Background: an optimization exercise with open tools, aiming at small area, a short achievable clock period and few clock cycles per item. Do not read the settings as production practice.
Function was checked by simulation only, so behaviour that the tests miss may differ from the original.

==> flow/design.v (outline; a module is shown in full before it is edited, if it fits) <==
// module esd_fa: 10 lines
// module esd_ha: 9 lines
// module epoch_seconds_to_date: 3796 lines
module epoch_seconds_to_date (
    input  logic        i_clk,
    input  logic        i_rst_n,
    input  logic        start,
    output logic        busy,
    input  logic [31:0] i_epoch_seconds,
    output logic        o_done,
    output logic [11:0] o_year,
    output logic [3:0]  o_month,
    output logic [4:0]  o_day,
    output logic [4:0]  o_hour,
    output logic [5:0]  o_minute,
    output logic [5:0]  o_second
);
  // ...
==> flow/run.sh <==
#!/bin/bash
# synth_recipe.tcl (not shown) runs the flow's synth.tcl, then flattens the netlist and writes it again
# the make line also repeats each setting of config.mk as NAME=value (left out here)
make -C /OpenROAD-flow-scripts/flow DESIGN_CONFIG=/design/flow/config.mk WORK_HOME=/design/flow/orfs CLKGATE_MAP_FILE= SYNTH_SCRIPT=/design/flow/synth_recipe.tcl finish
==> flow/config.mk <==
export PLATFORM = sky130hd
export DESIGN_NAME = epoch_seconds_to_date
export DESIGN_NICKNAME = epoch_seconds_to_date
export VERILOG_FILES = /design/flow/design.v
export SDC_FILE = /design/flow/constraint.sdc
export NUM_CORES = 4
export LEC_CHECK = 0
export CAP_MARGIN = 20
export CORE_MARGIN = 2
export CORE_UTILIZATION = 40
export CTS_BUF_LIST = sky130_fd_sc_hd__clkbuf_2 sky130_fd_sc_hd__clkbuf_4
export CTS_CLUSTER_SIZE = 20
export SETUP_SLACK_MARGIN = 4.45
export SLEW_MARGIN = 20
export SYNTH_HIERARCHICAL = 1
==> flow/constraint.sdc <==
create_clock -name core_clock -period 7.0 [get_ports {i_clk}]
set_input_delay 1.4000 -clock core_clock [delete_from_list [all_inputs] [get_ports {i_clk}]]
set_output_delay 1.4000 -clock core_clock [all_outputs]
set_load 0.01 [all_outputs]
==> run notes, run 1 <==
The delay of the slowest cell on the worst path is 310 ps.

The worst path buffer plus inverter count came out at 1. In the synthesized netlist the dominant register cell turns out to be sky130_fd_sc_hd__dfxtp_1. The vertical die dimension is 191 um, and the flop-to-flop setup slack is 4540 ps. By count the netlist is led by sky130_fd_sc_hd__dfxtp_1 (344), sky130_fd_sc_hd__fa_1 (130), sky130_fd_sc_hd__ha_1 (118). By area, the class that comes first in the final layout consists of sequential cells. The final hold slack is 321 ps, and the post-detailed-route wirelength per cell is 12.6 um. The final standard cell area without fillers came out at 16100 um^2. Clock tree synthesis selected as its root buffer the cell sky130_fd_sc_hd__clkbuf_4. The post-synthesis sequential element count came out at 344.

The violation count after the first detailed-routing iteration was 192; the number of flip-flops in the largest register was 7. The number of non-clock buffers works out to 82. The flow ran to the end and the layout has no timing, DRC or antenna violations. After synthesis, the share of cell area in mux cells is 0.386%.

The worst hold path passes through 0 cells. The run gives 5 as the final antenna diode count. By area, the combinational part of the netlist is dominated by adder cells. Ranked by flip-flop count, first place goes to r_vld.

Number of non-filler instances in the completed layout: 1706. The smallest clock period supported by the final layout is computed as 2580 ps. On the critical path the largest part of the delay comes from flip-flops. The net count after synthesis was 1348; the number of buffers added on ports was 73. The clock buffer count in the final layout is 126, and the count of max-cap constraint violations is 0. Count of flip-flops and latches: 344.

After synthesis, the share of flip-flops with an asynchronous set or reset is 0%. Setup repair after global routing could not meet its margin everywhere. The minimum setup slack in the final design was 4420 ps; the routed length on met2 was 10.2 mm. The multi-input combinational cell count is 593, and the largest clock skew in the final design is 42.6 ps. The tools report the count of different cell masters after synthesis as 61.
Testbench counts, summed over its fixed seeds: cycles 16,056, items 16,000.
==> run 2: changes to the inputs <==
==> flow/config.mk (replaced) <==
export PLATFORM = sky130hd
export DESIGN_NAME = epoch_seconds_to_date
export DESIGN_NICKNAME = epoch_seconds_to_date
export VERILOG_FILES = /design/flow/design.v
export SDC_FILE = /design/flow/constraint.sdc
export NUM_CORES = 4
export LEC_CHECK = 0
export ABC_AREA = 1
export CAP_MARGIN = 20
export CORE_MARGIN = 2
export CORE_UTILIZATION = 40
export CTS_BUF_LIST = sky130_fd_sc_hd__clkbuf_4 sky130_fd_sc_hd__clkbuf_8
export SETUP_SLACK_MARGIN = 4.45
export SLEW_MARGIN = 20
export SYNTH_HIERARCHICAL = 1
==> run notes, run 2 <==
After the last flow step, the layout net total stands at 1679. The total number of yosys warnings is 7. The synthesized design spends more area on one cell type than any other, namely sky130_fd_sc_hd__dfxtp_1.

The top-level I/O count was 75; the count of TritonRoute iterations in the first routing pass was 4. The endpoint with the worst hold slack is r5_220.

The tools report the net count after synthesis as 1569 (+16%). From left edge to right edge, the die measures 194 um. The run gives 41 (-33%) as the count of different cell masters after synthesis. The worst setup path is of the reg -> reg kind.

For the buffer depth of the longest clock path, the log shows 3. Dividing the detail-routed via count by the number of cells gives 4.37. By count the netlist is led by sky130_fd_sc_hd__dfxtp_1 (344), sky130_fd_sc_hd__nand2_1 (179), sky130_fd_sc_hd__inv_1 (162). The count of max-cap constraint violations is 0 (unchanged).

The post-synthesis sequential element count works out to 344 (unchanged). The worst hold path begins at r4_219.

For the number of filler instances in the final layout, the log shows 3247. Largest clock skew in the final design: 32.6 ps (-9.94 ps). The vertical die dimension came out at 194 um (+1.8%). The predominant post-synthesis flop cell is sky130_fd_sc_hd__dfxtp_1. The tools report the required time of the worst setup path as 7500 ps. The number of clock sinks came out at 344. Most repeated cell in the gate-level netlist after synthesis: sky130_fd_sc_hd__dfxtp_1.

Once detail routing completed, the nets flagged for antenna violations numbered 0. The count of cells along the worst hold path is 0 (unchanged). The number of global-route vias before repair was 8763; the post-detailed-route wirelength per cell was 12.7 um (+0.68%).

The logs give 0 for the DRC violations left and 47.5% for the share of the core filled with cells. TritonCTS built the clock tree. The first global-routing pass estimated 40.8 mm of wire. In this run the tightest slew margin relative to its limit is 56.5%.

The tree is rooted in a sky130_fd_sc_hd__clkbuf_8. The element type at the critical path end was a register. For the worst-skew pair, the clock arrives at the later sink with an insertion delay of 640 ps. The logs give 312 ps (-8.79 ps) for the final hold slack and 6760 um^2 for the area used by multi-input combinational logic. The sequential element share of the synthesized area is 47.7%. Count of pins over their slew limit: 0. The slowest stage of the critical path is the sky130_fd_sc_hd__fa_1 cell.

For the worst flop-to-flop path, the logic depth is 10. The final critical path takes up 35.9% of the cycle. The flop-to-flop setup slack was 4490 ps (-50 ps). The total area inside the core boundary comes to 35600 um^2.

For this block, the via count after detailed routing is 8310. For the global router's overall resource usage, the log shows 13.4%. The CTS clock-pin slew for the worst setup and hold paths was 60 ps; the maximum number of pins on one net before global-route repair was 16.

For the arrival time at the worst endpoint, the log shows 3020 ps. The kind of start point of the critical path was a register. Actual transition at the worst max-transition pin: 648 ps. Walking the worst path, the cells encountered are inv_6 -> fa_1 -> fa_1 -> fa_2 -> xor2_2 -> xnor2_2 -> nand2b_4 -> nand2_2 -> nand2_1 -> nand2_1. The classification of the worst-slack hold path was reg -> reg. The tools report the number of antenna violations at the first check in global routing as 0. The number of flip-flops in the largest register was 7 (unchanged). The origin of the critical flop-to-flop path is r2_27.

Static timing analysis puts the maximum clock frequency at 0.398 GHz. The number of buffers added on ports is 73 (unchanged). The violation count after the first detailed-routing iteration came out at 268 (+40%). In this run the critical register-to-register path is captured at r3_78. Area taken by flip-flops and latches: 6950 um^2. Detailed placement ended at an HPWL of 18.6 mm.

The die covers 37600 um^2. The average instance in the mapped netlist occupies 11.2 um^2. Setup violations remaining at the end of the flow were counted as 0.

The total of hold buffers inserted after clock tree synthesis is 0, and the synthesized cell area is 14400 um^2. The maximum level of the CTS H-tree came out at 2.

The number of CTS-inserted buffers was 57; the final antenna diode count was 0 (-5). The delay of the slowest cell on the worst path was 520 ps (+210 ps). Time the worst path needs with I/O delays and setup: 2510 ps (-64.7 ps).

The instance count of the mapped netlist was 1286; the weighted congestion reported at the end of routability-driven placement was 0.843. The growth of design area from synthesis to finish was 17.0%. The fraction of synthesized cell area taken by the top area cell type came out at 47.7%. The register name with the most flops was r_vld.

The async set-or-reset flop fraction in the synthesized netlist is 0% (unchanged). The post-route netlist has 18.4% of its cells at a drive strength greater than 1. In this run, synthesis inferred 0 flip-flops with an integrated enable. The number of rows in the core area is 69. Sorting the synthesized cells by area gives the leading types as sky130_fd_sc_hd__dfxtp_1 (48%), sky130_fd_sc_hd__fa_1 (18%), sky130_fd_sc_hd__ha_1 (10%), sky130_fd_sc_hd__nand2_1 (4.7%), sky130_fd_sc_hd__inv_1 (4.2%).

Leaving out fill and tap cells, the most frequent cell in the layout is sky130_fd_sc_hd__dfxtp_1. For this block, the routed nets add up to 24.2 mm of wire. Summed over all layers, the global routing overflow is 0. Setup repair after global routing could not meet its margin everywhere.

In the final timing run, aggregate negative setup slack is 0 ps. Once the floorplan was initialized, standard cells occupied 40.6% of the core. The maximum fanout along the worst path is 4. The total count of hold-check failures in the final report was 0. The run finished with no timing, DRC or antenna violations. The library cells used most frequently in the layout, excluding fill and tap cells, are sky130_fd_sc_hd__dfxtp_1 (314), sky130_fd_sc_hd__nand2_1 (172), sky130_fd_sc_hd__inv_1 (152).
==> run 2: cell types whose count changed after synthesis, moves of 7 or more <==
cell	previous run	this run
sky130_fd_sc_hd__inv_2	0	7
sky130_fd_sc_hd__nand3_1	9	44
sky130_fd_sc_hd__nand2_2	0	9
sky130_fd_sc_hd__nor2_1	27	64
sky130_fd_sc_hd__xor2_1	29	37
sky130_fd_sc_hd__nand4_1	5	19
sky130_fd_sc_hd__and2_1	21	1
sky130_fd_sc_hd__nand2_1	27	179
sky130_fd_sc_hd__nor2b_1	8	0
sky130_fd_sc_hd__a31oi_1	8	1
sky130_fd_sc_hd__inv_1	78	162
sky130_fd_sc_hd__xnor2_1	56	20
sky130_fd_sc_hd__o21ai_0	28	18
==> run 2: per-stage QoR <==
stage | setup WS (ps) | area, um^2 | cells
6_report | 4490 | 16900 | 1903
5_1_grt | 4410 | 16900 | 1903
4_1_cts | 4440 | 16600 | 1892
3_5_place_dp | 4300 | 15500 | 1781
3_3_place_gp | 4370 | 15500 | 1781
2_1_floorplan | 4470 | 14400 | 1286
==> run 2: repair_timing <==
item | CTS | global route
endpoints found under the setup margin | 45 | 23
buffers inserted | 6 | 11
gates resized for setup | 183 | 63
pin swaps | 10 | 17
==> run 2: critical path: cells and delay by family, from the launching register on <==
family	cells	cell delay, ps
flops	1	380
fa+ha+maj	3	1360
xor+xnor	2	330
simple gates	4	290
buf+inv	1	40
==> run 2: how the worst max path moves through the flow <==
stage | startpoint | to | slack [ps] | depth (start not counted)
floorplan | r2_32 | r3_78 | 4470 | 10
global placement | r2_27 | r3_78 | 4370 | 10
detailed placement | r2_32 | r3_78 | 4300 | 10
CTS | r7_339 | o_second[1] | 4440 | 1
global route | r2_27 | r3_78 | 4410 | 10
finish | r2_27 | r3_78 | 4490 | 10
==> run 2: routing by layer <==
metal | part of all wire, % | global-route usage (%)
met5 | 0 | 0
met4 | 2.8 | 6.03
met3 | 4.3 | 3.30
met2 | 49 | 23.5
met1 | 44 | 15.5
==> run 2: final cells by class <==
class / count / share of cell area [%]
Multi-Input combinational cell: 734 / 40.0
Sequential cell: 344 / 41.1
Clock inverter: 16 / 0.740
Tap cell: 461 / 3.41
Clock buffer: 89 / 6.66
Timing Repair Buffer: 90 / 4.26
Inverter: 169 / 3.84
==> run 2: kinds of logic (layout without fill, tap and decap cells) <==
| kind of cell | after synthesis | count (layout) | synth area share (%) |
|---|---|---|---|
| AND/OR/NAND/NOR | 351 | 351 | 11.0 |
| flip-flops | 344 | 344 | 47.7 |
| adder cells (fa/ha/maj) | 248 | 248 | 28.2 |
| buffers and inverters | 208 | 364 | 6.42 |
| AO/OA/AOI/OAI | 77 | 77 | 3.22 |
| XOR/XNOR | 57 | 57 | 3.46 |
| other | 1 | 1 | 0.0260 |
==> run 2: per-module statistics from Yosys (local to each module, per instance) <==
module / cells inside / cell area [um^2]
epoch_seconds_to_date: 1080 / 10900
esd_ha: 1 / 12.5
esd_fa: 1 / 20.0
==> run 3: changes to the inputs <==
--- a/flow/config.mk
+++ b/flow/config.mk
@@ -5,11 +5,10 @@
 export SDC_FILE = /design/flow/constraint.sdc
 export NUM_CORES = 4
 export LEC_CHECK = 0
-export ABC_AREA = 1
 export CAP_MARGIN = 20
 export CORE_MARGIN = 2
 export CORE_UTILIZATION = 40
 export CTS_BUF_LIST = sky130_fd_sc_hd__clkbuf_4 sky130_fd_sc_hd__clkbuf_8
-export SETUP_SLACK_MARGIN = 4.45
+export SETUP_SLACK_MARGIN = 4.7
 export SLEW_MARGIN = 20
 export SYNTH_HIERARCHICAL = 1
==> run notes, run 3 <==
The run finished with no timing, DRC or antenna violations. The final antenna diode count came out at 0 (unchanged). The total setup violations reported at the end of the flow was 0 (unchanged); the synthesized area per cell was 13.1 um^2 (+16%). The most used flip-flop cell after synthesis is sky130_fd_sc_hd__dfxtp_1. The violation count after the first detailed-routing iteration was 176 (-34%); the post-route fraction of the period consumed by the critical path was 35.4% (-0.47 points).

The instance area at placement is 15000 um^2 (-3.1%). TritonCTS built the clock tree. The most numerous cell type found on the critical path is sky130_fd_sc_hd__fa_2. The tools report the number of CTS-inserted buffers as 59 (+3.5%). The tools report the total detailed-routing wirelength as 22.4 mm (-7.6%). Leaving out fill and tap cells, the most frequent cells in the layout are sky130_fd_sc_hd__dfxtp_1 (300), sky130_fd_sc_hd__fa_1 (112), sky130_fd_sc_hd__ha_1 (96). The growth of design area from synthesis to finish is 23.6%. By area the synthesized netlist is led by sky130_fd_sc_hd__dfxtp_1 (49%), sky130_fd_sc_hd__fa_1 (19%), sky130_fd_sc_hd__ha_1 (11%), sky130_fd_sc_hd__xnor2_1 (3.5%), sky130_fd_sc_hd__buf_4 (2.2%).

The time the worst path needs with I/O delays and setup is 2480 ps (-33.2 ps). The full die area came out at 36300 um^2 (-3.5%). The DRC violations left was 0 (unchanged).

The via-per-instance ratio was 4.38 (+0.25%); the clock latency on the worst-skew pair was 640 ps (about the same). Wire length of the first global-routing pass: 37.6 mm (-7.9%). The total number of yosys warnings is 7 (unchanged). By startpoint and endpoint, the worst setup path is classified as reg -> reg. The tools report the weighted congestion reported at the end of routability-driven placement as 0.817 (-3.1%). The fraction of synthesized cell area taken by the top area cell type is 49.4% (+1.8 points). For the synthesized cell area, the log shows 13900 um^2 (-3.5%). The tools report the count of pins over their slew limit as 0 (unchanged). The tools report the total of hold buffers inserted after clock tree synthesis as 0 (unchanged).

The commonest cells after synthesis are sky130_fd_sc_hd__dfxtp_1 (344), sky130_fd_sc_hd__fa_1 (130), sky130_fd_sc_hd__ha_1 (118). The layout cell share with drive strength beyond 1 came out at 28.1% (+9.7 points). The synthesized design spends more area on one cell type than any other, namely sky130_fd_sc_hd__dfxtp_1.

The number of clock sinks was 344 (unchanged); the final standard cell area without fillers was 17200 um^2 (+1.9%). The number of antenna violations at the first check in global routing came out at 0 (unchanged). STA classifies the critical path startpoint as a register.

Leaving out fill and tap cells, the most frequent cell in the layout is sky130_fd_sc_hd__dfxtp_1. The critical path goes through fa_1 -> fa_2 -> fa_2 -> fa_2. The horizontal extent of the die came out at 191 um (-1.8%).

By instance count, the leading cell after synthesis is sky130_fd_sc_hd__dfxtp_1. The final HPWL from detailed placement was 15.8 mm (-15%); the instance count of the mapped netlist was 1065 (-17%). The maximum fanout along the worst path is 6 (+2).

The net count reported at finish is 1485 (-12%), and the largest clock skew in the final design is 30.7 ps (-1.92 ps). For the buffer depth of the longest clock path, the log shows 3 (unchanged). The net count after synthesis is 1348 (-14%). The delay of the slowest cell on the worst path is 550 ps (+30 ps), and the number of global-route vias before repair is 8012 (-8.6%). For this design, the slowest cell found on the critical path is sky130_fd_sc_hd__fa_2. The logs give 3028 (-6.7%) for the number of filler instances in the final layout and 49.4% (+1.8 points) for the sequential element share of the synthesized area.

The run gives 0.403 GHz (+1.3%) as the timing-limited maximum frequency. For the aggregate global routing overflow, the log shows 0 (unchanged). CTS placed an instance of sky130_fd_sc_hd__clkbuf_8 at the clock tree root.

Final setup TNS: 0 ps (unchanged). The run gives 7451 (-10%) as the vias after detailed routing. The tightest min-delay check is of the reg -> reg type.

The post-synthesis sequential element count came out at 344 (unchanged). The required time of the worst setup path was 7520 ps (+20 ps). Number of rows in the core area: 68 (-1.4%). The number of flip-flops in the largest register is 7 (unchanged). Setup repair after global routing could not meet its margin everywhere. For the count of TritonRoute iterations in the first routing pass, the log shows 4 (unchanged).

The tools report the arrival time at the worst endpoint as 3000 ps (-20 ps). The vertical die dimension is 191 um (-1.8%). The CTS clock-pin slew for the worst setup and hold paths was 60 ps (about the same); the placeable core area was 34500 um^2 (-3.1%). The register name with the most flops was r_vld. Relative slew slack: 65.1% (+8.6 points). The logs give 75 (unchanged) for the top-level I/O count and 61 (+49%) for the count of different cell masters after synthesis. The worst setup path is captured at a register.

The post-detailed-route wirelength per cell came out at 13.2 um (+3.3%). The actual transition at the worst max-transition pin is 519 ps (-128 ps), and the maximum level of the CTS H-tree is 2 (unchanged). The initial core utilization was 40.4% (-0.18 points); the number of buffers added on ports was 73 (unchanged). The logs give 0 (unchanged) for the remaining antenna violation count after routing and 13.1% (-0.37 points) for the global router's overall resource usage. The async set-or-reset flop fraction in the synthesized netlist came out at 0% (unchanged).

The maximum number of pins on one net before global-route repair is 21 (+5), and the count of max-cap constraint violations is 0 (unchanged). The count of flip-flops with a built-in enable after synthesis is 0 (unchanged). The total count of hold-check failures in the final report came out at 0 (unchanged).
## run 3: path summary, 6_finish.rpt
kind | slack [ps] | startpoint | cells after the start | end
worst max-delay path | 4520 | r1_9 | 4 | r2_28
worst min-delay path | 310 | r4_216 | 0 | r5_217
worst max register to register | 4520 | r1_9 | 4 | r2_28
worst min register to register | 310 | r4_216 | 0 | r5_217
## run 3: what timing repair did
action / CTS / global route
pin swaps: 56 / 47
setup endpoints to repair: 84 / 72
cloned: 0 / 0
gates resized for setup: 268 / 50
buffers inserted: 40 / 12
## run 3: worst max-delay path, delay by kind of cell, from the launching register on
family                   cells  cell delay (ps)
flip-flops                   1              390
adder cells (fa/ha/maj)      4             1960
## run 3: Yosys stat by module, one instance, submodules excluded
| module | cells inside | flops+latches | area [um^2] | copies in the design |
|---|---|---|---|---|
| esd_ha | 1 | 0 | 12.5 | 76 |
| epoch_seconds_to_date | 859 | 344 | 10400 | 1 |
| esd_fa | 1 | 0 | 20.0 | 130 |
## run 3: final cells by class
class                   instances  area [um^2]  share of cell area (%)
flip-flops and latches        344         7000                    40.6
multi-input cells             593         6920                    40.2
repair buffers                125         1040                    6.05
clock buffers                  78         1010                    5.87
well taps                     455          569                    3.30
clock inverters                28          378                    2.19
inverters                      79          307                    1.78
## run 3: kinds of logic after synthesis
family	share of synthesized area, %
xor+xnor	5.34
simple gates	5.40
compound gates	5.48
fa+ha+maj	29.3
flops	49.4
mux	0.386
other cells	0.0269
buf+inv	4.60
## run 3: per-stage QoR
stage          setup slack, ps  cells  utilization, %  hold slack, ps
2_1_floorplan             4510   1065               -             310
3_3_place_gp              4160   1544            43.5             310
3_5_place_dp              4050   1544            43.5             312
4_1_cts                   4440   1690            49.1             310
5_1_grt                   4450   1702            50.0             326
6_report                  4520   1702            50.0             313
## run 3: metal layers
metal | vias to the layer above | global-route usage [%] | share of wire [%]
li1 | 3746 | - | -
met1 | 3518 | 15.2 | 43
met2 | 138 | 22.4 | 49
met3 | 49 | 4.10 | 5.2
met4 | 0 | 5.28 | 2.8
met5 | - | 0 | 0
==> run 4: changes to the inputs <==
--- a/flow/config.mk
+++ b/flow/config.mk
@@ -9,6 +9,6 @@
 export CORE_MARGIN = 2
 export CORE_UTILIZATION = 40
 export CTS_BUF_LIST = sky130_fd_sc_hd__clkbuf_4 sky130_fd_sc_hd__clkbuf_8
-export SETUP_SLACK_MARGIN = 4.7
+export SETUP_SLACK_MARGIN = 3.5
 export SLEW_MARGIN = 20
 export SYNTH_HIERARCHICAL = 1
==> run notes, run 4 <==
The path class of the tightest hold or removal check is reg -> reg. The total setup violations reported at the end of the flow is 0 (unchanged). Count of different cell masters after synthesis: 61 (unchanged).

The tools report the weighted congestion reported at the end of routability-driven placement as 0.830 (+1.7%). The timing-limited maximum frequency was 0.330 GHz (-18%). The run gives 0 (unchanged) as the total count of hold-check failures in the final report. The buffer depth of the longest clock path came out at 3 (unchanged). The post-synthesis sequential element count was 344 (unchanged); the maximum level of the CTS H-tree was 2 (unchanged).

The remaining antenna violation count after routing was 0 (unchanged); the async set-or-reset flop fraction in the synthesized netlist was 0% (unchanged). For the final HPWL from detailed placement, the log shows 15.9 mm (+1.0%). The logs give 0 ps (unchanged) for the final setup TNS and 7490 ps (-30 ps) for the required time of the worst setup path.

Synthesized area per cell: 13.1 um^2 (unchanged). The initial core utilization was 40.4% (unchanged); the number of rows in the core area was 68 (unchanged). For the net count after synthesis, the log shows 1348 (unchanged). The via-per-instance ratio is 4.36 (-0.46%).

The clock latency on the worst-skew pair was 610 ps (-30 ps); the total of hold buffers inserted after clock tree synthesis was 0 (unchanged). For the vias after detailed routing, the log shows 7173 (-3.7%). The vertical die dimension works out to 191 um (unchanged). The CTS clock-pin slew for the worst setup and hold paths came out at 60 ps (about the same). Leaving out fill and tap cells, the most frequent cells in the layout are sky130_fd_sc_hd__dfxtp_1 (344), sky130_fd_sc_hd__fa_1 (130), sky130_fd_sc_hd__ha_1 (118).

The leading cell type in the layout, fill and taps excluded is sky130_fd_sc_hd__dfxtp_1. The tools report the DRC violations left as 0 (unchanged). The full die area was 36300 um^2 (unchanged); the post-route fraction of the period consumed by the critical path was 43.3% (+7.9 points). The layout cell share with drive strength beyond 1 was 10.6% (-18 points); the number of antenna violations at the first check in global routing was 0 (unchanged). The final antenna diode count is 0 (unchanged). The register name with the most flops is r_vld.

The fraction of synthesized cell area taken by the top area cell type is 49.4% (unchanged). For the instance count of the mapped netlist, the log shows 1065 (unchanged). The placeable core area was 34500 um^2 (unchanged). Compared with the post-synthesis result, the final layout area differs by 16.1%. The number of global-route vias before repair is 7599 (-5.2%). The run finished with no timing, DRC or antenna violations.

The post-CTS resize count was 0 (-100%); the number of flip-flops in the largest register was 7 (unchanged). sky130_fd_sc_hd__dfxtp_1 is the most common cell in the netlist. The number of buffers added on ports was 73 (unchanged). The top-level I/O count is 75 (unchanged).

For the count of max-cap constraint violations, the log shows 0 (unchanged). The logs give 21 (unchanged) for the maximum number of pins on one net before global-route repair and 1432 (-3.6%) for the net count reported at finish. The total number of yosys warnings is 7 (unchanged), and the maximum fanout along the worst path is 12 (+6). Predominant post-synthesis flop cell: sky130_fd_sc_hd__dfxtp_1. The share of the core filled with cells came out at 47.0% (-3.0 points). The total detailed-routing wirelength was 20.9 mm (-6.5%); the time the worst path needs with I/O delays and setup was 3030 ps (+551 ps). The tools report the count of pins over their slew limit as 0 (unchanged). For the sequential element share of the synthesized area, the log shows 49.4% (unchanged). The horizontal extent of the die was 191 um (unchanged). Aggregate global routing overflow: 0 (unchanged). The commonest cells after synthesis are sky130_fd_sc_hd__dfxtp_1 (344), sky130_fd_sc_hd__fa_1 (130), sky130_fd_sc_hd__ha_1 (118).

The logs give 187 (+6.3%) for the violation count after the first detailed-routing iteration and 40.1% (-25 points) for the relative slew slack. The type of the setup path with the least slack is reg -> reg. STA classifies the critical path startpoint as a register.

The number of CTS-inserted buffers was 58 (-1.7%). The global router's overall resource usage is 12.3% (-0.74 points). The tree is rooted in a sky130_fd_sc_hd__clkbuf_8. The tools report the post-CTS setup repair buffer count as 0 (-100%). Summed over all instances, the cell type with the most area after synthesis is sky130_fd_sc_hd__dfxtp_1. TritonCTS built the clock tree. The count of flip-flops with a built-in enable after synthesis is 0 (unchanged).

The synthesized cell area is 13900 um^2 (unchanged). Wire length of the first global-routing pass: 35.6 mm (-5.3%). Setup repair after global routing left no endpoint under its margin. STA classifies the critical path endpoint as a register.

The logs give 4 (unchanged) for the count of TritonRoute iterations in the first routing pass and 19.8 ps (-10.9 ps) for the largest clock skew in the final design. The post-detailed-route wirelength per cell was 12.7 um (-3.3%).

Yosys attributes the largest share of cell area to sky130_fd_sc_hd__dfxtp_1 (49%), sky130_fd_sc_hd__fa_1 (19%), sky130_fd_sc_hd__ha_1 (11%), sky130_fd_sc_hd__xnor2_1 (3.5%), sky130_fd_sc_hd__buf_4 (2.2%). Number of filler instances in the final layout: 3134 (+3.5%). The arrival time at the worst endpoint is 3520 ps (+520 ps). The actual transition at the worst max-transition pin was 892 ps (+373 ps). The tools report the number of clock sinks as 344 (unchanged).
## run 4: cell counts after synthesis
Identical to the previous run, type by type.
## run 4: kinds of logic (layout without fill, tap and decap cells)
kind of cell	count (synthesis)	in the layout	synth area share (%)
compound gates	113	113	5.48
other cells	1	1	0.0269
mux	5	5	0.386
flops	344	344	49.4
xor+xnor	85	85	5.34
buf+inv	128	254	4.60
simple gates	140	140	5.40
fa+ha+maj	249	249	29.3
## run 4: modules after synthesis, one instance, submodules excluded
module	flops+latches	cells
epoch_seconds_to_date	344	859
esd_fa	0	1
esd_ha	0	1
## run 4: metrics by stage
step / area (um^2) / instances / setup slack, ps / hold slack (ps)
after floorplan: 13900 / 1065 / 4400 / 310
after global placement: 14900 / 1544 / 4030 / 310
after detailed placement: 14900 / 1544 / 3990 / 312
after CTS: 16200 / 1646 / 3980 / 326
after global routing: 16200 / 1646 / 3690 / 321
final: 16200 / 1646 / 3970 / 318
## run 4: worst paths after layout
path	startpoint	cells past startpoint	to	slack, ps
hold reg to reg	r4_219	0	r5_220	320
setup reg to reg	r6_252	12	r7_312	3970
hold / removal	r4_219	0	r5_220	320
setup / recovery	r6_252	12	r7_312	3970
## run 4: cell type report
class	instances	area [um^2]	area share [%]
tap	455	569	3.52
multi-input combinational	593	6410	39.6
sequential	344	6890	42.6
clock buffer	87	1110	6.86
inverter	79	297	1.83
clock inverter	15	184	1.14
timing repair buffer	73	731	4.52
## run 4: routing by layer
metal | track usage [%] | part of all wire, %
met1 | 14.5 | 45
met2 | 20.6 | 47
met3 | 3.37 | 4.9
met4 | 6.47 | 3.2
met5 | 0 | 0
## run 4: critical path: stages (launching register included)
cell                      delay, ps
sky130_fd_sc_hd__dfxtp_1        320
sky130_fd_sc_hd__xnor2_1        720
sky130_fd_sc_hd__nand2_1        240
sky130_fd_sc_hd__nand2_1        110
sky130_fd_sc_hd__o21ai_0         90
sky130_fd_sc_hd__a21oi_1        180
sky130_fd_sc_hd__ha_1           240
sky130_fd_sc_hd__ha_1           170
sky130_fd_sc_hd__or2_2          310
sky130_fd_sc_hd__a31oi_1        200
sky130_fd_sc_hd__xnor2_1        130
sky130_fd_sc_hd__mux2i_1         90
sky130_fd_sc_hd__xnor2_1        120
==> run 5: changes to the inputs <==
--- a/flow/config.mk
+++ b/flow/config.mk
@@ -9,6 +9,6 @@
 export CORE_MARGIN = 2
 export CORE_UTILIZATION = 40
 export CTS_BUF_LIST = sky130_fd_sc_hd__clkbuf_4 sky130_fd_sc_hd__clkbuf_8
-export SETUP_SLACK_MARGIN = 3.5
+export SETUP_SLACK_MARGIN = 4.45
 export SLEW_MARGIN = 20
 export SYNTH_HIERARCHICAL = 1
==> run notes, run 5 <==
The final antenna diode count came out at 0 (unchanged). The tools report the sequential element share of the synthesized area as 49.4% (unchanged). The number of flip-flops in the largest register was 7 (unchanged). The kind of start point of the critical path is a register. The count of max-cap constraint violations was 0 (unchanged); the post-synthesis share of cell area spent on xor and xnor gates was 5.34% (unchanged).

The flow ran to the end and the layout has no timing, DRC or antenna violations. Via-per-instance ratio: 4.36 (about the same). The logs give 0 (unchanged) for the aggregate global routing overflow and 7480 ps (about the same) for the required time of the worst setup path.

The DRC violations left is 0 (unchanged), and the violation count after the first detailed-routing iteration is 184 (-1.6%). The critical path goes through ha_1 -> inv_1 -> fa_1 -> fa_1 -> inv_1 -> ha_1 -> inv_1 -> fa_1. The number of filler instances in the final layout was 3138 (+0.13%); the CTS clock-pin slew for the worst setup and hold paths was 60 ps (about the same). The delay of the slowest cell on the worst path works out to 520 ps (-200 ps). The post-synthesis mux area share works out to 0.386% (unchanged). The library cell used most frequently in the layout, excluding fill and tap cells, is sky130_fd_sc_hd__dfxtp_1. The run gives 15.7 ps (-4.08 ps) as the largest clock skew in the final design.

The synthesized-area fraction occupied by adder cells was 29.3% (unchanged). The tools report the final hold slack as 317 ps (-0.805 ps). Endpoint of the lowest-slack register-to-register path: r3_87. The fraction of synthesized cell area taken by the top area cell type works out to 49.4% (unchanged). The CTS root buffer is sky130_fd_sc_hd__clkbuf_8.

The count of pins over their slew limit came out at 0 (unchanged). Vias after detailed routing: 7219 (+0.64%). The horizontal extent of the die is 191 um (unchanged), and the net count reported at finish is 1442 (+0.70%). The run gives 60.5% (+20 points) as the relative slew slack.

The wire length of the first global-routing pass is 36.1 mm (+1.3%). The startpoint identified for the worst register-to-register timing path is r2_27. For the timing-limited maximum frequency, the log shows 0.408 GHz (+24%).

The area used by multi-input combinational logic was 6550 um^2 (+2.2%); the top-level I/O count was 75 (unchanged). The placeable core area was 34500 um^2 (unchanged); the post-detailed-route wirelength per cell was 13.0 um (+1.9%). Setup repair after global routing could not meet its margin everywhere. The count of different cell masters after synthesis is 61 (unchanged).

The post-route fraction of the period consumed by the critical path came out at 35.0% (-8.3 points). The tools report the maximum number of pins on one net before global-route repair as 21 (unchanged). The run gives 68 (unchanged) as the number of rows in the core area. The depth of the most critical reg-to-reg path was 8 (-4).

The largest total area in the synthesized netlist belongs to sky130_fd_sc_hd__dfxtp_1. The tools report the synthesized cell area as 13900 um^2 (unchanged). The min-delay analysis places its worst path in the category reg -> reg. Share of the core filled with cells: 47.2% (+0.27 points). The number of global-route vias before repair was 7643 (+0.58%). For the total of hold buffers inserted after clock tree synthesis, the log shows 0 (unchanged). For this design, the slowest cell found on the critical path is sky130_fd_sc_hd__fa_1.

The simple-gate share of the synthesized area is 5.40% (unchanged). The synthesized area per cell came out at 13.1 um^2 (unchanged). The time the worst path needs with I/O delays and setup was 2450 ps (-578 ps); the growth of design area from synthesis to finish was 16.8%. The remaining antenna violation count after routing came out at 0 (unchanged). The final HPWL from detailed placement was 15.8 mm (-0.75%); the compound-cell area share of the yosys netlist was 5.48% (unchanged). In the post-synthesis netlist, the cell with the most instances is sky130_fd_sc_hd__dfxtp_1.

The number of CTS-inserted buffers is 56 (-3.4%). For the total count of hold-check failures in the final report, the log shows 0 (unchanged). The global router's overall resource usage was 12.5% (+0.16 points).

Sorting the synthesized cells by area gives the leading types as sky130_fd_sc_hd__dfxtp_1 (49%), sky130_fd_sc_hd__fa_1 (19%), sky130_fd_sc_hd__ha_1 (11%), sky130_fd_sc_hd__xnor2_1 (3.5%), sky130_fd_sc_hd__buf_4 (2.2%). By area, the combinational part of the netlist is dominated by adder cells. The run gives 21.5 mm (+2.5%) as the total detailed-routing wirelength.

The tools report the initial core utilization as 40.4% (unchanged). Ranked by flip-flop count, first place goes to r_vld. The instance count of the mapped netlist came out at 1065 (unchanged). The tools report the element type at the critical path end as a register. The async set-or-reset flop fraction in the synthesized netlist is 0% (unchanged), and the count of TritonRoute iterations in the first routing pass is 4 (unchanged). TritonCTS built the clock tree. The number of clock sinks is 344 (unchanged).

For the number of antenna violations at the first check in global routing, the log shows 0 (unchanged). The predominant post-synthesis flop cell is sky130_fd_sc_hd__dfxtp_1. The post-synthesis sequential element count came out at 344 (unchanged).

The number of buffers added on ports works out to 73 (unchanged). The count of flip-flops with a built-in enable after synthesis came out at 0 (unchanged). Type of the setup path with the least slack: reg -> reg. The flop-to-flop setup slack is 4550 ps (+580 ps).

The startpoint identified for the worst hold timing path is r4_272. The endpoint with the worst hold slack was r5_273. The actual transition at the worst max-transition pin is 589 ps (-304 ps), and the count of cells along the worst hold path is 0 (unchanged). The layout cell share with drive strength beyond 1 was 18.7% (+8.1 points).

Area taken by flip-flops and latches: 6940 um^2 (+0.80%). The run gives 7 (unchanged) as the total number of yosys warnings. The full die area came out at 36300 um^2 (unchanged). The maximum fanout along the worst path was 3 (-9); the arrival time at the worst endpoint was 2940 ps (-580 ps). The weighted congestion reported at the end of routability-driven placement was 0.821 (-1.1%).

The buffer depth of the longest clock path is 3 (unchanged). The commonest cells after synthesis are sky130_fd_sc_hd__dfxtp_1 (344), sky130_fd_sc_hd__fa_1 (130), sky130_fd_sc_hd__ha_1 (118). Leaving out fill and tap cells, the most frequent cells in the layout are sky130_fd_sc_hd__dfxtp_1 (320), sky130_fd_sc_hd__fa_1 (128), sky130_fd_sc_hd__ha_1 (112). The run gives 1348 (unchanged) as the net count after synthesis.

The logs give 0 (unchanged) for the total setup violations reported at the end of the flow and 610 ps (about the same) for the clock latency on the worst-skew pair. The vertical die dimension is 191 um (unchanged). The final setup TNS was 0 ps (unchanged). The maximum level of the CTS H-tree was 2 (unchanged).
## run 5: through the flow
stage          cells  setup slack [ps]  cell area (um^2)
2_1_floorplan   1065              4470             13900
3_3_place_gp    1544              4030             14900
3_5_place_dp    1544              3920             14900
4_1_cts         1649              4410             16100
5_1_grt         1657              4410             16300
6_report        1657              4550             16300
## run 5: worst max path at each step
| stage | start | end | slack [ps] | depth (start not counted) |
|---|---|---|---|---|
| 3_5_place_dp | r6_252 | r7_312 | 3920 | 12 |
| 2_1_floorplan | r6_204 | r7_325 | 4470 | 10 |
| 6_report | r2_27 | r3_87 | 4550 | 8 |
| 3_3_place_gp | r6_252 | r7_312 | 4030 | 12 |
| 5_1_grt | r5_240 | r6_252 | 4410 | 11 |
| 4_1_cts | r6_251 | r7_312 | 4410 | 10 |
## run 5: modules after synthesis (local to each module, per instance)
module,copies in the design,cells,flops+latches
esd_fa,130,1,0
esd_ha,76,1,0
epoch_seconds_to_date,1,859,344
## run 5: logic make-up (layout without fill, tap and decap cells)
group	after synthesis	count (layout)
buffers and inverters	128	265
other	1	1
xor gates and xnor gates	85	85
adders and majority gates	249	249
and+or+nand+nor	140	140
AOI/OAI and AO/OA	113	113
DFF	344	344
muxes	5	5
## run 5: per-layer routing
metal	wire length [um]	part of all wire, %	track usage, %
met1	9470	44	14.8
met4	582	2.7	5.16
met5	0	0	0
met3	1160	5.4	3.86
met2	10200	48	21.1
## run 5: timing repair
item,in CTS,in global routing
setup buffers,4,8
pin swaps,7,18
gates cloned,0,0
endpoints found under the hold margin,0,0
gates resized for setup,187,34
endpoints found under the setup margin,55,23
## run 5: cell type report
type                    count  share of cell area [%]
flip-flops and latches    344                    42.7
multi-input cells         593                    40.2
clock buffers              83                    6.52
repair buffers             85                    3.92
well taps                 455                    3.50
inverters                  79                    1.85
clock inverters            18                    1.35
## run 5: critical path: cells and delay by family, from the launching register on
kind | cells | cell delay, ps
buffers and inverters | 3 | 180
DFF | 1 | 350
adders and majority gates | 5 | 1800
==> run 6: changes to the inputs <==
--- a/flow/config.mk
+++ b/flow/config.mk
@@ -8,7 +8,9 @@
 export CAP_MARGIN = 20
 export CORE_MARGIN = 2
 export CORE_UTILIZATION = 40
-export CTS_BUF_LIST = sky130_fd_sc_hd__clkbuf_4 sky130_fd_sc_hd__clkbuf_8
+export CTS_BUF_LIST = sky130_fd_sc_hd__clkbuf_8 sky130_fd_sc_hd__clkbuf_16
+export CTS_CLUSTER_DIAMETER = 120
+export CTS_CLUSTER_SIZE = 24
 export SETUP_SLACK_MARGIN = 4.45
 export SLEW_MARGIN = 20
 export SYNTH_HIERARCHICAL = 1
==> run notes, run 6 <==
Async set-or-reset flop fraction in the synthesized netlist: 0% (unchanged). The DRC violations left came out at 0 (unchanged). The logs give 1348 (unchanged) for the net count after synthesis and 34.5 mm (-4.3%) for the wire length of the first global-routing pass. TritonCTS built the clock tree.

The post-detailed-route wirelength per cell is 13.0 um (+0.21%). The delay of the slowest cell on the worst path was 310 ps (-210 ps); the count of max-cap constraint violations was 0 (unchanged). The global router's overall resource usage came out at 11.6% (-0.86 points). The required time of the worst setup path is 5600 ps (-1880 ps). The number of flip-flops in the largest register is 7 (unchanged). Post-route fraction of the period consumed by the critical path: 35.5% (+0.49 points). Leaving out fill and tap cells, the most frequent cell in the layout is sky130_fd_sc_hd__dfxtp_1. For the length of routed met3 wiring, the log shows 697 um (-40%). For the share of the core filled with cells, the log shows 45.7% (-1.5 points). The tools report the instance count of the mapped netlist as 1065 (unchanged). The number of buffers added on ports came out at 73 (unchanged). The final setup TNS was 0 ps (unchanged).

CTS root buffer: sky130_fd_sc_hd__clkbuf_16. The via-per-instance ratio is 4.40 (+1.1%). The worst setup path is of the reg -> out kind. The number of rows in the core area is 68 (unchanged). The logs give 1 (-1) for the maximum level of the CTS H-tree and 140 (-24%) for the violation count after the first detailed-routing iteration.

The count of pins over their slew limit came out at 0 (unchanged). Classification of the worst-slack hold path: reg -> reg. The worst setup path is captured at an output port. The routed length on met2 came out at 10.2 mm (-0.82%).

Maximum number of pins on one net before global-route repair: 25 (+19%). Aggregate global routing overflow: 0 (unchanged). The run gives 60.4% (-0.11 points) as the relative slew slack.

Walking the worst path, the cells encountered are dlygate4sd2_1. The detailed-routing wirelength on met1 came out at 9.37 mm (-1.1%). The tools report the net count reported at finish as 1407 (-2.4%).

Among all stages on the critical path, the largest delay is contributed by sky130_fd_sc_hd__dfxtp_1. The worst path buffer plus inverter count is 1 (-2). The register name with the most flops is r_vld. The horizontal extent of the die came out at 191 um (unchanged). The tools report the full die area as 36300 um^2 (unchanged). The time the worst path needs with I/O delays and setup works out to 2490 ps (+34.2 ps).

The vertical die dimension is 191 um (unchanged), and the total count of hold-check failures in the final report is 0 (unchanged). The run gives 3 (unchanged) as the buffer depth of the longest clock path. The highest layer touched by signal routing is met4. The largest clock skew in the final design is 16.3 ps (+0.599 ps). The count of flip-flops with a built-in enable after synthesis is 0 (unchanged). The weighted congestion reported at the end of routability-driven placement is 0.821 (unchanged), and the placeable core area is 34500 um^2 (unchanged). Count of TritonRoute iterations in the first routing pass: 4 (unchanged). The vias after detailed routing was 6953 (-3.7%); the CTS clock-pin slew for the worst setup and hold paths was 100 ps (+40 ps).

The actual transition at the worst max-transition pin was 590 ps (+1.69 ps). The run finished with no timing, DRC or antenna violations. Layout cell share with drive strength beyond 1: 10.1% (-8.6 points). The growth of design area from synthesis to finish came out at 13.0%. The number of antenna violations at the first check in global routing is 0 (unchanged). The tools report the total detailed-routing wirelength as 20.5 mm (-4.5%). The run gives 500 ps (-110 ps) as the clock latency on the worst-skew pair. sky130_fd_sc_hd__dfxtp_1 takes more of the synthesized area than any other cell. The final standard cell area without fillers was 15700 um^2 (-3.2%). The most repeated cell in the gate-level netlist after synthesis was sky130_fd_sc_hd__dfxtp_1. The cell family contributing the most delay on the critical path is flip-flops. Post-synthesis sequential element count: 344 (unchanged).

The number of clock sinks is 344 (unchanged). In the post-synthesis netlist, the biggest area contributors are sky130_fd_sc_hd__dfxtp_1 (49%), sky130_fd_sc_hd__fa_1 (19%), sky130_fd_sc_hd__ha_1 (11%), sky130_fd_sc_hd__xnor2_1 (3.5%), sky130_fd_sc_hd__buf_4 (2.2%). The final HPWL from detailed placement is 15.8 mm (unchanged), and the maximum fanout along the worst path is 1 (-2). The fraction of synthesized cell area taken by the top area cell type was 49.4% (unchanged). The number of global-route vias before repair is 7253 (-5.1%). The tools report the final antenna diode count as 0 (unchanged). The initial core utilization came out at 40.4% (unchanged). The arrival time at the worst endpoint came out at 1090 ps (-1850 ps). For the timing-limited maximum frequency, the log shows 0.402 GHz (-1.4%). The top cell types in the final layout, fill and taps aside, are sky130_fd_sc_hd__dfxtp_1 (320), sky130_fd_sc_hd__fa_1 (128), sky130_fd_sc_hd__ha_1 (110). The run gives 49.4% (unchanged) as the sequential element share of the synthesized area. The most used flip-flop cell after synthesis is sky130_fd_sc_hd__dfxtp_1. The top-level I/O count was 75 (unchanged); the instance area at placement was 14900 um^2 (unchanged).

Setup repair after global routing could not meet its margin everywhere. STA classifies the critical path startpoint as a register. The synthesized cell area was 13900 um^2 (unchanged); the total number of yosys warnings was 7 (unchanged). The count of different cell masters after synthesis is 61 (unchanged), and the total setup violations reported at the end of the flow is 0 (unchanged). Synthesized area per cell: 13.1 um^2 (unchanged). Remaining antenna violation count after routing: 0 (unchanged). The commonest cells after synthesis are sky130_fd_sc_hd__dfxtp_1 (344), sky130_fd_sc_hd__fa_1 (130), sky130_fd_sc_hd__ha_1 (118).

The tools report the number of CTS-inserted buffers as 18 (-68%).
-- run 6: cell counts after synthesis --
No cell type changed its count.
-- run 6: final cells by class --
type                            instances  area, um^2
Multi-Input combinational cell        593        6610
Sequential cell                       344        6950
Timing Repair Buffer                   88         822
Fill cell                            3142       18700
Clock inverter                          1        16.3
Clock buffer                           19         475
Tap cell                              455         569
Inverter                               79         305
-- run 6: metal layers --
layer,track usage [%],up-vias
li1,-,3539
met1,14.6,3303
met2,20.9,90
met3,1.90,21
met4,2.71,0
met5,0,-
-- run 6: what timing repair did --
action                     CTS  global route
gates resized for setup     68            60
setup buffers                4            11
setup endpoints to repair   55            34
hold buffers                 0             0
pin swaps                    7            20
-- run 6: Yosys stat by module, one instance, submodules excluded --
| module | cell area [um^2] | cells | flip-flops and latches |
|---|---|---|---|
| esd_ha | 12.5 | 1 | 0 |
| esd_fa | 20.0 | 1 | 0 |
| epoch_seconds_to_date | 10400 | 859 | 344 |
-- run 6: path summary, 6_finish.rpt --
| path | start | endpoint | slack [ps] | depth (start not counted) |
|---|---|---|---|---|
| worst max-delay path | r7_308 | o_day[0] | 4510 | 1 |
| worst max register to register | r1_18 | r2_68 | 4520 | 6 |
| worst min-delay path | r3_277 | r4_278 | 330 | 0 |
| worst min register to register | r3_277 | r4_278 | 330 | 0 |
-- run 6: cell families (layout without fill, tap and decap cells) --
| group | after synthesis | count (layout) | share of synthesized area, % |
|---|---|---|---|
| buf+inv | 128 | 187 | 4.60 |
| simple gates | 140 | 140 | 5.40 |
| fa+ha+maj | 249 | 249 | 29.3 |
| mux | 5 | 5 | 0.386 |
| other cells | 1 | 1 | 0.0269 |
| flops | 344 | 344 | 49.4 |
| xor+xnor | 85 | 85 | 5.34 |
| compound gates | 113 | 113 | 5.48 |
-- run 6: through the flow --
| step | instances | hold WS [ps] | setup slack (ps) |
|---|---|---|---|
| global route | 1579 | 338 | 4400 |
| finish | 1579 | 328 | 4510 |
| detailed placement | 1544 | 312 | 3920 |
| global placement | 1544 | 310 | 4030 |
| CTS | 1568 | 331 | 4450 |
| floorplan | 1065 | 310 | 4470 |

static timing again, ports no longer ideal:
How much do the figures lean on ideal ports? The routed layouts below were timed once more, with nothing changed but the port constraints.
Step 1 (the two cells are an assumption about what drives the block):
set clk [get_ports {i_clk}]
set_driving_cell -lib_cell sky130_fd_sc_hd__clkbuf_16 $clk
set_driving_cell -lib_cell sky130_fd_sc_hd__buf_2 [delete_from_list [all_inputs] $clk]
Step 2 also shifts input and output timing later by t, the mid clock arrival at the registers, as if the neighbouring blocks saw the same clock.
Three values: ideal ports, drivers, drivers and shift; two values: the first two.
| run | t (ns) | setup WS [ns] | pins driven straight from the clock port |
|---|---|---|---|
| run 1 | 0.772 | 4.422 / 4.381 / 4.470 | 1 |
| run 2 | 0.665 | 4.487 / 4.484 / 4.478 | 1 |
| run 3 | 0.670 | 4.520 / 4.488 / 4.493 | 1 |
| run 4 | 0.650 | 3.969 / 3.969 / 3.969 | 1 |
| run 5 | 0.645 | 4.547 / 4.509 / 4.464 | 1 |
| run 6 | 0.544 | 4.513 / 4.464 / 4.476 | 1 |
After both steps setup and hold are still met in every run listed. For run 5, which loses most, drivers alone change the setup slack by -0.038 ns; drivers and shift together by -0.083 ns.
